This is an optimization exercise on Yosys and OpenROAD, whose aim is small area and a short achievable clock period, not a production implementation.
Function was checked by simulation only, so behaviour that the tests miss may differ from the original.
Power and IR drop assume default switching activity.

**flow/design.v**
```verilog
package gpr_pkg;
  typedef enum logic {
    CLEAR = 1'b0,
    RUN   = 1'b1
  } gpr_state_e;
  localparam int ZERO_REG = 0;
  localparam int DEF_ADDR_WIDTH = 5;
  localparam int DEF_DATA_WIDTH = 32;
  localparam int DEF_NREAD      = 2;
  localparam int DEF_NWRITE     = 1;
endpackage
module gpr_aoi222 (
  input  logic a0, b0,
  input  logic a1, b1,
  input  logic a2, b2,
  output logic y
);
  assign y = !((a0 && b0) || (a1 && b1) || (a2 && b2));
endmodule
module gpr_wsel (
  input  logic s0, d0,
  input  logic s1, d1,
  input  logic h,  q,
  output logic d
);
  assign d = (s0 && d0) || (s1 && d1) || (h && q);
endmodule
module gpr_mport #(
  parameter int NT = 33
) (
  input  logic [NT-1:0]        sel,
  input  logic [NT-1:0][31:0]  val,
  output logic [31:0]          data
);
  localparam int NG = (NT + 2) / 3;
  logic [NT+1:0]       s;
  logic [NT+1:0][31:0] v;
  logic [31:0]         g [NG];
  assign s = {2'b00, sel};
  assign v = {64'd0, val};
  for (genvar b = 0; b < 32; b++) begin : g_bit
    logic [NG-1:0] gn;
    for (genvar t = 0; t < NG; t++) begin : g_grp
      if (3 * t + 2 < NT) begin : g_3
        gpr_aoi222 u_aoi (
          .a0(s[3*t]),   .b0(v[3*t][b]),
          .a1(s[3*t+1]), .b1(v[3*t+1][b]),
          .a2(s[3*t+2]), .b2(v[3*t+2][b]),
          .y (gn[t])
        );
      end else begin : g_r
        assign gn[t] = !((s[3*t] && v[3*t][b]) || (s[3*t+1] && v[3*t+1][b]));
      end
    end
    assign data[b] = !(&gn);
  end
endmodule
module gpr_rf4r2w (
  input  logic         clk,
  input  logic         rst,
  input  logic [19:0]  raddr,
  output logic [127:0] rdata,
  output logic [3:0]   rbusy,
  input  logic [1:0]   wen,
  input  logic [9:0]   waddr,
  input  logic [63:0]  wdata,
  input  logic         rsv_en,
  input  logic [4:0]   rsv_addr,
  input  logic [4:0]   dbg_addr,
  output logic [31:0]  dbg_data,
  output logic         ready
);
  logic              run;
  logic [4:0]        clr_idx;
  logic [31:1][31:0] rf, rf_nx;
  logic [31:1]       busy;
  assign ready = run;
  always_ff @(posedge clk) begin
    if (rst) begin
      run     <= 1'b0;
      clr_idx <= 5'd0;
    end else if (!run) begin
      clr_idx <= clr_idx + 5'd1;
      if (clr_idx == 5'd31) run <= 1'b1;
    end
  end
  logic [31:1] m0, m1, s0, s1, hd, rsv;
  always_comb begin
    for (int k = 1; k < 32; k++) begin
      m0[k]  = wen[0] && (waddr[4:0] == 5'(k));
      m1[k]  = wen[1] && (waddr[9:5] == 5'(k));
      s1[k]  = run && m1[k];
      s0[k]  = run && m0[k] && !m1[k];
      hd[k]  = run && !m0[k] && !m1[k];
      rsv[k] = rsv_en && (rsv_addr == 5'(k));
    end
  end
  for (genvar k = 1; k < 32; k++) begin : g_reg
    for (genvar b = 0; b < 32; b++) begin : g_bit
      gpr_wsel u_ws (
        .s0(s0[k]), .d0(wdata[b]),
        .s1(s1[k]), .d1(wdata[32+b]),
        .h (hd[k]), .q (rf[k][b]),
        .d (rf_nx[k][b])
      );
    end
  end
  always_ff @(posedge clk) begin
    rf <= rf_nx;
    for (int k = 1; k < 32; k++)
      busy[k] <= !rst && run && (rsv[k] || (busy[k] && !m0[k] && !m1[k]));
  end
  for (genvar i = 0; i < 4; i++) begin : g_rd
    logic [4:0]  ra;
    logic        nz, h0, h1, hit0, hit1, rsv_hit;
    logic [32:0] sel;
    assign ra   = raddr[5*i +: 5];
    assign nz   = run && (ra != 5'd0);
    assign h0   = wen[0] && (waddr[4:0] == ra);
    assign h1   = wen[1] && (waddr[9:5] == ra);
    assign hit1 = nz && h1;
    assign hit0 = nz && h0 && !h1;
    always_comb begin
      sel[0] = 1'b0;
      for (int k = 1; k < 32; k++) sel[k] = (ra == 5'(k)) && hd[k];
      sel[32] = hit1;
      sel[0]  = hit0;
    end
    gpr_mport #(.NT(33)) u_rd (
      .sel  (sel),
      .val  ({wdata[63:32], rf, wdata[31:0]}),
      .data (rdata[32*i +: 32])
    );
    assign rsv_hit  = rsv_en && (rsv_addr == ra);
    assign rbusy[i] = nz && busy[ra] && (rsv_hit || !(h0 || h1));
  end
  logic [31:1] dsel;
  always_comb
    for (int k = 1; k < 32; k++) dsel[k] = run && (dbg_addr == 5'(k));
  gpr_mport #(.NT(31)) u_dbg (
    .sel  (dsel),
    .val  (rf),
    .data (dbg_data)
  );
endmodule
```
**flow/flow/run.sh**
```bash
#!/bin/bash
# The standard layout, with one change: the buffers that buffer_ports puts on every input and
# output port are buf_2 cells (which the resizer can later size up) instead of the slow
# clock-delay buffer it picks by default. ORFS writes each step's full log under orfs/logs/.
set -euo pipefail
export BUFFER_PORTS_ARGS="-buffer_cell sky130_fd_sc_hd__buf_2"
bash standard.sh > standard.log 2>&1
```
**flow/standard.sh**
```bash
#!/bin/bash
# synth_recipe.tcl (not shown) runs the flow's synth.tcl, then flattens the netlist and writes it again
# the make line also repeats each setting of config.mk as NAME=value (left out here)
make -C /OpenROAD-flow-scripts/flow DESIGN_CONFIG=/design/flow/config.mk WORK_HOME=/design/flow/orfs CLKGATE_MAP_FILE= SYNTH_SCRIPT=/design/flow/synth_recipe.tcl "${@:-finish}"
```
**flow/config.mk**
```make
export PLATFORM = sky130hd
export DESIGN_NAME = gpr_rf4r2w
export DESIGN_NICKNAME = gpr_rf4r2w
export VERILOG_FILES = /design/flow/design.v
export SDC_FILE = /design/flow/constraint.sdc
export NUM_CORES = 4
export LEC_CHECK = 0
export CAP_MARGIN = 20
export CORE_MARGIN = 2
export CORE_UTILIZATION = 45
export PLACE_DENSITY = 0.65
export SETUP_SLACK_MARGIN = 0.4
export SLEW_MARGIN = 20
export SYNTH_HIERARCHICAL = 1
```
**flow/constraint.sdc**
```tcl
create_clock -name core_clock -period 7.0 [get_ports {clk}]
set_input_delay 1.4000 -clock core_clock [delete_from_list [all_inputs] [get_ports {clk}]]
set_output_delay 1.4000 -clock core_clock [all_outputs]
set_load 0.01 [all_outputs]
```
==> run_results.csv, run 1 <==
group,metric,value,unit
floorplan,rows,135,
global_route,gr-usage-all-layers,0.853,
logic_synthesis,synth_flop_cell,"dfxtp_1",
logic_synthesis,synth_fp_nets,6408,
status,haltStage,"5_1_grt",
clock_tree,root_buffer,"clkbuf_16",
logic_synthesis,yosysUniqueCellTypes,48,
clock_tree,post_cts_resized,0,
clock_tree,clock_sinks,1029,
global_route,grt_max_degree,37,
logic_synthesis,synth_top_area_frac,0.447,
placed_design,hpwlAfterDp,335000,um
logic_synthesis,synth_commonest_cells,"a222oi_1, inv_1, dfxtp_1",
logic_synthesis,synth_largest_area_cell,"a222oi_1",
status,tool.error,"[ERROR GRT-0116] Global routing finished with congestion. Check the congestion regions in the DRC Viewer.",
placed_design,io_buffers,273,
clock_tree,h-tree-depth,3,
logic_synthesis,syn_area,61000,um2
status,status,"aborted with a tool error",
logic_synthesis,avgSynthCellArea,9.71,um2
logic_synthesis,ys_seq_area_frac,0.338,
floorplan,die_h,372,um
logic_synthesis,yosysMostFrequentCell,"a222oi_1",
clock_tree,hold_buffers,0,
logic_synthesis,synth_edf_count,0,
clock_tree,cts_made_buffers,115,
floorplan,io_pins,274,
logic_synthesis,syn-instance-count,6277,
placed_design,dp.cells,8659,
global_route,overflow,226,
logic_synthesis,synth-seq-cells,1029,
clock_tree,post-cts-setup-buffers,0,
logic_synthesis,synth_area_leaders,"a222oi_1, dfxtp_1, inv_1, nand4_1, nand3_1",
floorplan,initial_core_util,0.452,
placed_design,place_congestion,1.27,
logic_synthesis,ys_async_sr_fraction,0,
floorplan,die_w,372,um
clock_tree,clockBufferDepth,3,
placed_design,post-place-ws,0.430,ns
global_route,grt_pass1_wl,830000,um
logic_synthesis,yosysWarnings,7,
global_route,grt_pass1_vias,90900,
## metal layers
layer / overflow / global-route usage
met3: 20 / 0.782
met4: 98 / 0.776
met1: 17 / 0.890
met2: 86 / 0.921
met5: 5 / 0.607
## modules after synthesis, one instance, submodules excluded, a selection
| module | cells inside | flops+latches | times used | area [um2] |
|---|---|---|---|---|
| gpr_rf4r2w | 1922 | 1029 | 1 | 26000 |
| gpr_wsel | 2 | 0 | 992 | 13.8 |
| gpr_aoi222 | 1 | 0 | 1728 | 10.0 |
## worst max path at each step
stage	start	slack, ns	end	cells past startpoint
detailed placement	waddr[5]	0.43	rdata[10]	12
floorplan	raddr[9]	1.0	rdata[33]	8
global placement	waddr[9]	0.48	rdata[38]	11
CTS	waddr[5]	0.41	rdata[10]	12
## power by group through the flow
stage	Clock, mW	Combinational (mW)	Sequential [mW]
after detailed placement	0	0.532	5.99
after CTS	6.51	0.533	5.86
after floorplan	0	0.168	5.99
after global placement	0	0.529	5.99
## logic make-up after synthesis
family / count (synthesis) / share of synthesized area
flops: 1029 / 0.338
compound gates: 2812 / 0.460
buf+inv: 1111 / 0.0700
mux: 45 / 0.0133
simple gates: 1181 / 0.102
xor+xnor: 77 / 0.0117
fa+ha+maj: 22 / 0.00452
## through the flow
stage	hold WS [ns]	instance area (um2)
after floorplan	0.470	61000
after global placement	0.490	68900
after detailed placement	0.499	69000
after CTS	0.514	73000
==> inputs of run 2 (changes only) <==
--- a/flow/config.mk
+++ b/flow/config.mk
@@ -9,6 +9,6 @@
 export CORE_MARGIN = 2
 export CORE_UTILIZATION = 45
 export PLACE_DENSITY = 0.65
-export SETUP_SLACK_MARGIN = 0.4
+export SETUP_SLACK_MARGIN = 1.5
 export SLEW_MARGIN = 20
 export SYNTH_HIERARCHICAL = 1
==> run_results.csv, run 2 <==
group,metric,value,unit
status,status,"aborted with a tool error",
status,haltStage,"5_1_grt",
status,tool.error,"[ERROR GRT-0116] Global routing finished with congestion. Check the congestion regions in the DRC Viewer.",
logic_synthesis,syn_area,61000,um2
logic_synthesis,yosysUniqueCellTypes,48,
logic_synthesis,ys_seq_area_frac,0.338,
logic_synthesis,muxShareOfSynthArea,0.0133,
logic_synthesis,syn-instance-count,6277,
logic_synthesis,synth_area_leaders,"a222oi_1, dfxtp_1, inv_1, nand4_1, nand3_1",
logic_synthesis,avgSynthCellArea,9.71,um2
clock_tree,cts_made_buffers,115,
global_route,overflow,1455,
clock_tree,hold_buffers,0,
logic_synthesis,synth-seq-cells,1029,
logic_synthesis,synth_flop_cell,"dfxtp_1",
global_route,grt_max_degree,60,
clock_tree,clockBufferDepth,3,
placed_design,io_buffers,273,
floorplan,die_w,372,um
logic_synthesis,synth_top_area_frac,0.447,
placed_design,placed_area,70900,um2
logic_synthesis,synth_xor_area_frac,0.0117,
clock_tree,root_buffer,"clkbuf_16",
global_route,grt_pass1_vias,100000,
global_route,grt_pass1_wl,915000,um
floorplan,die_h,372,um
floorplan,initial_core_util,0.452,
logic_synthesis,synth_compound_area_frac,0.460,
floorplan,io_pins,274,
logic_synthesis,synthAdderAreaFrac,0.00452,
placed_design,post-place-ws,0.211,ns
logic_synthesis,yosysMostFrequentCell,"a222oi_1",
clock_tree,h-tree-depth,3,
logic_synthesis,synth_commonest_cells,"a222oi_1, inv_1, dfxtp_1",
floorplan,rows,135,
logic_synthesis,ys_async_sr_fraction,0,
logic_synthesis,synth_largest_area_cell,"a222oi_1",
placed_design,hpwlAfterDp,362000,um
clock_tree,clock_sinks,1029,
logic_synthesis,yosysWarnings,7,
placed_design,place_congestion,1.21,
logic_synthesis,synth_top_family_by_area,"compound AO/OA/AOI/OAI gates",
logic_synthesis,synth_fp_nets,6408,
logic_synthesis,synth_edf_count,0,
logic_synthesis,synth-simple-area-share,0.102,
global_route,gr-usage-all-layers,0.925,
run 2: metrics by stage:
stage / cells / hold slack [ns]
after floorplan: 6277 / 0.470
after global placement: 8762 / 0.485
after detailed placement: 8774 / 0.498
after CTS: 9223 / 0.512
run 2: per-module statistics from Yosys (local to each module, per instance), a selection:
| module | cell area (um2) | copies in the design |
|---|---|---|
| gpr_rf4r2w | 26000 | 1 |
| gpr_aoi222 | 10.0 | 1728 |
| gpr_wsel | 13.8 | 992 |
run 2: cells by family after synthesis:
| logic type | Yosys count |
|---|---|
| compound gates | 2812 |
| xor+xnor | 77 |
| fa+ha+maj | 22 |
| buf+inv | 1111 |
| flops | 1029 |
| mux | 45 |
| simple gates | 1181 |
run 2: how the worst max path moves through the flow:
stage | slack, ns | to | cells past startpoint | start
2_1_floorplan | 1.29 | rdata[100] | 9 | waddr[3]
3_3_place_gp | 0.12 | rdata[31] | 13 | waddr[5]
3_5_place_dp | 0.21 | rdata[31] | 13 | waddr[5]
4_1_cts | 1.36 | rdata[17] | 15 | waddr[6]
run 2: routing by layer:
layer  GRT usage  overflow
met4       0.874       442
met5       0.787        49
met3       0.885       282
met1       0.940       213
met2       0.974       469
run 2: power groups by stage:
stage / clock [mW] / combinational [mW] / sequential [mW]
2_1_floorplan: 0 / 0.178 / 5.99
3_5_place_dp: 0 / 0.555 / 5.99
4_1_cts: 6.66 / 0.613 / 5.86
3_3_place_gp: 0 / 0.550 / 5.99
run 2: repair_timing:
item                       CTS
pin swaps                  315
setup endpoints to repair  161
gates cloned                17
resized for setup          492
setup buffers              219
hold endpoints to repair     0
==> inputs of run 3 (changes only) <==
--- a/flow/config.mk
+++ b/flow/config.mk
@@ -6,9 +6,12 @@
 export NUM_CORES = 4
 export LEC_CHECK = 0
 export CAP_MARGIN = 20
+export CELL_PAD_IN_SITES_DETAIL_PLACEMENT = 1
+export CELL_PAD_IN_SITES_GLOBAL_PLACEMENT = 2
 export CORE_MARGIN = 2
-export CORE_UTILIZATION = 45
-export PLACE_DENSITY = 0.65
-export SETUP_SLACK_MARGIN = 1.5
+export CORE_UTILIZATION = 28
+export CTS_BUF_LIST = sky130_fd_sc_hd__clkbuf_8
+export PLACE_DENSITY = 0.5
+export SETUP_SLACK_MARGIN = 0.4
 export SLEW_MARGIN = 20
 export SYNTH_HIERARCHICAL = 1
==> run_results.csv, run 3 <==
group,metric,value,unit
status,status,"complete, no violations",
clock_tree,clk_latency,1.03,ns
logic_synthesis,synth_fp_nets,6408,
finish,stdcell_area,75700,um2
global_route,antenna_found_initial,75,
min_path,hp-class,"reg -> reg",
logic_synthesis,synth_area_leaders,"a222oi_1, dfxtp_1, inv_1, nand4_1, nand3_1",
routing,firstDrtPassIters,22,
logic_synthesis,synth_edf_count,0,
finish,final.fill_count,24600,
routing,drt_iter0_drc,34800,
placed_design,place_congestion,1.07,
setup_path,worst_setup_path_end_kind,"primary output",
global_route,grt_max_degree,36,
logic_synthesis,synth-seq-cells,1029,
clock_tree,post-cts-setup-buffers,0,
finish,stdcell_count,10200,
routing,drt_drc_violations_left,0,
logic_synthesis,syn_area,61000,um2
clock_tree,cts_made_buffers,199,
floorplan,initial_core_util,0.281,
sta,setup_tns,0,ns
finish,largest_reg_flops,992,
clock_tree,clockBufferDepth,3,
finish,multi_input_area,37500,um2
routing,wl_per_cell,56.3,um
global_route,grt_pass1_vias,78600,
sta,maxSlewViolCount,0,
logic_synthesis,yosysMostFrequentCell,"a222oi_1",
sta,timing_hold_violations_final,0,
routing,vias_per_cell,8.64,
setup_path,worstSetupStartpointType,"primary input",
finish,num-nets-final,7312,
finish,areaGrowthSynthToFinish,24.2,%
placed_design,hpwlAfterDp,421000,um
placed_design,dp.cells,9832,
logic_synthesis,synth_commonest_cells,"a222oi_1, inv_1, dfxtp_1",
sta,fin_crit_sh,0.956,
sta,max_freq,149,MHz
power_and_ir_drop,max-vdd-ir-drop,196,uV
setup_path,timing.rr.end,"rf[561]",
floorplan,die_h,471,um
routing,num_vias,88400,
setup_path,critPathArrivalTime,5.29,ns
floorplan,io_pins,274,
sta,slew_headroom,0.0767,
setup_path,required,5.60,ns
placed_design,post-place-ws,0.395,ns
setup_path,rrSetupSlack,3.60,ns
finish,fin_util,0.349,
floorplan,core,217000,um2
job,drv_cap,0,
clock_tree,h-tree-depth,4,
logic_synthesis,ys_async_sr_fraction,0,
finish,final_cell_mix,"a222oi_1, inv_1, dfxtp_1",
clock_tree,cts_tree,"done",
clock_tree,root_buffer,"clkbuf_8",
power_and_ir_drop,power_density,176,nW/um2
setup_path,criticalPathCategory,"in -> out",
sta,setup_viol,0,
global_route,overflow,0,
sta,fin_worst_skew,0.0535,ns
logic_synthesis,avgSynthCellArea,9.71,um2
logic_synthesis,synth_flop_cell,"dfxtp_1",
min_path,hold_depth,2,
logic_synthesis,ys_seq_area_frac,0.338,
logic_synthesis,syn-instance-count,6277,
sta,final_critical_path_setup_slack,0.308,ns
global_route,gr-usage-all-layers,0.488,
sta,rsz0062_at_grt,"true",
setup_path,reg2reg_depth,7,
logic_synthesis,yosysUniqueCellTypes,48,
finish,area.sequential,20600,um2
finish,top_register,"rf",
power_and_ir_drop,p_leak,32.4,nW
floorplan,rows,171,
routing,finalWirelength,576000,um
placed_design,io_buffers,273,
min_path,whs_endpoint,"clr_idx[4]",
placed_design,placed_area,71200,um2
min_path,min_from,"clr_idx[4]",
finish,mostFrequentLayoutCell,"a222oi_1",
logic_synthesis,synth_largest_area_cell,"a222oi_1",
clock_tree,clock_sinks,1029,
routing,postRouteAntennaNets,0,
finish,top_regs,"rf x992, busy x31, clr_idx x5",
setup_path,critPathMaxFanout,14,
sta,fin_hold_ws,0.511,ns
finish,drive_gt1_frac,0.190,
floorplan,die_w,471,um
sta,timing.final.crit_period,6.69,ns
power_and_ir_drop,power.total,13.3,mW
floorplan,die_area,221000,um2
clock_tree,clk_pin_slew,0.06,ns
setup_path,regToRegStartpoint,"run",
logic_synthesis,yosysWarnings,7,
logic_synthesis,synth_top_area_frac,0.447,
sta,worst_pin_slew,1.38,ns
global_route,grt_pass1_wl,753000,um
-- run 3: metal layers --
layer / vias up / routed length, um / share of wire / track usage
met4: 46 / 23400 / 0.041 / 0.141
met5: - / 496 / 0.00086 / 0.0102
met2: 9216 / 210000 / 0.36 / 0.626
met1: 45600 / 231000 / 0.40 / 0.672
li1: 32300 / - / - / -
met3: 1320 / 111000 / 0.19 / 0.280
-- run 3: layout make-up --
class / instances / share of cell area
flip-flops and latches: 1029 / 0.272
inverters: 1036 / 0.0514
clock inverters: 115 / 0.0117
well taps: 2854 / 0.0471
repair buffers: 778 / 0.0770
clock buffers: 245 / 0.0445
multi-input cells: 4137 / 0.495
diodes: 41 / 0.00135
-- run 3: worst max-delay path by stage --
stage                end  slack, ns     start
3_5_place_dp   rdata[20]       0.39  waddr[7]
5_1_grt        rdata[38]       0.33  raddr[5]
6_report       rdata[40]       0.31  waddr[9]
3_3_place_gp   rdata[63]       0.35  raddr[5]
2_1_floorplan  rdata[33]        1.0  raddr[9]
4_1_cts        rdata[58]       0.44  raddr[5]
-- run 3: Yosys stat by module (local to each module, per instance), excerpt --
module / copies in the design / cells
gpr_aoi222: 1728 / 1
gpr_rf4r2w: 1 / 1922
gpr_wsel: 992 / 2
-- run 3: cells by family after synthesis --
logic type	Yosys count	share of synthesized area
AOI/OAI and AO/OA	2812	0.460
xor gates and xnor gates	77	0.0117
adders and majority gates	22	0.00452
buffers and inverters	1111	0.0700
DFF	1029	0.338
muxes	45	0.0133
and+or+nand+nor	1181	0.102
-- run 3: timing repair --
item                                    CTS  global route
endpoints found under the hold margin     0             0
resized for setup                         1            22
endpoints found under the setup margin    1            64
hold buffers                              0             0
pin swaps                                 0             7
-- run 3: worst max-delay path, stage by stage --
cell,delay [ns]
buf_2,0.19
buf_4,0.20
nand2_1,0.07
nor2_1,0.25
nand2_1,0.36
nand3_1,0.44
nor3_2,0.24
buf_4,0.32
a222oi_1,0.46
nand3_1,0.49
or3_1,0.64
buf_2,0.21
-- run 3: report_power, final --
group / switching (mW) / leakage (nW) / internal [mW]
Sequential: 0.00127 / 8.28 / 5.86
Clock: 3.19 / 2.43 / 3.53
Combinational: 0.613 / 21.7 / 0.132
Total: 3.80 / 32.4 / 9.52

-- afterwards: timing with drivers on the ports --
The flow's constraints put no driver on any port. The routed layout listed below was extracted and timed again, unchanged, in two steps.
Step 1, drivers: a clkbuf_16 drives clk and a buf_2 each remaining input, both assumed.
Step 2 adds t to the input delays and takes it off the output delays; t is the mean of the earliest and latest rising clock arrival at the registers after step 1. Input paths then give back, and output paths get back, about the clock's delay inside the block.
a / b / c = no drivers / after step 1 / after step 2; a / b = the first two.
run: run 3
shift t [ns]: 1.110
setup slack, ns: 0.308 / 0.255 / 0.270
latest minus earliest clock arrival (ns): 0.062 / 0.063
worst slew at a driven data input, ns: 0.13
cell pins on the clock port's net: 1
After both steps setup and hold are still met in run 3. The setup slack of run 3 moves by -0.053 ns with the drivers and by -0.038 ns with both steps.
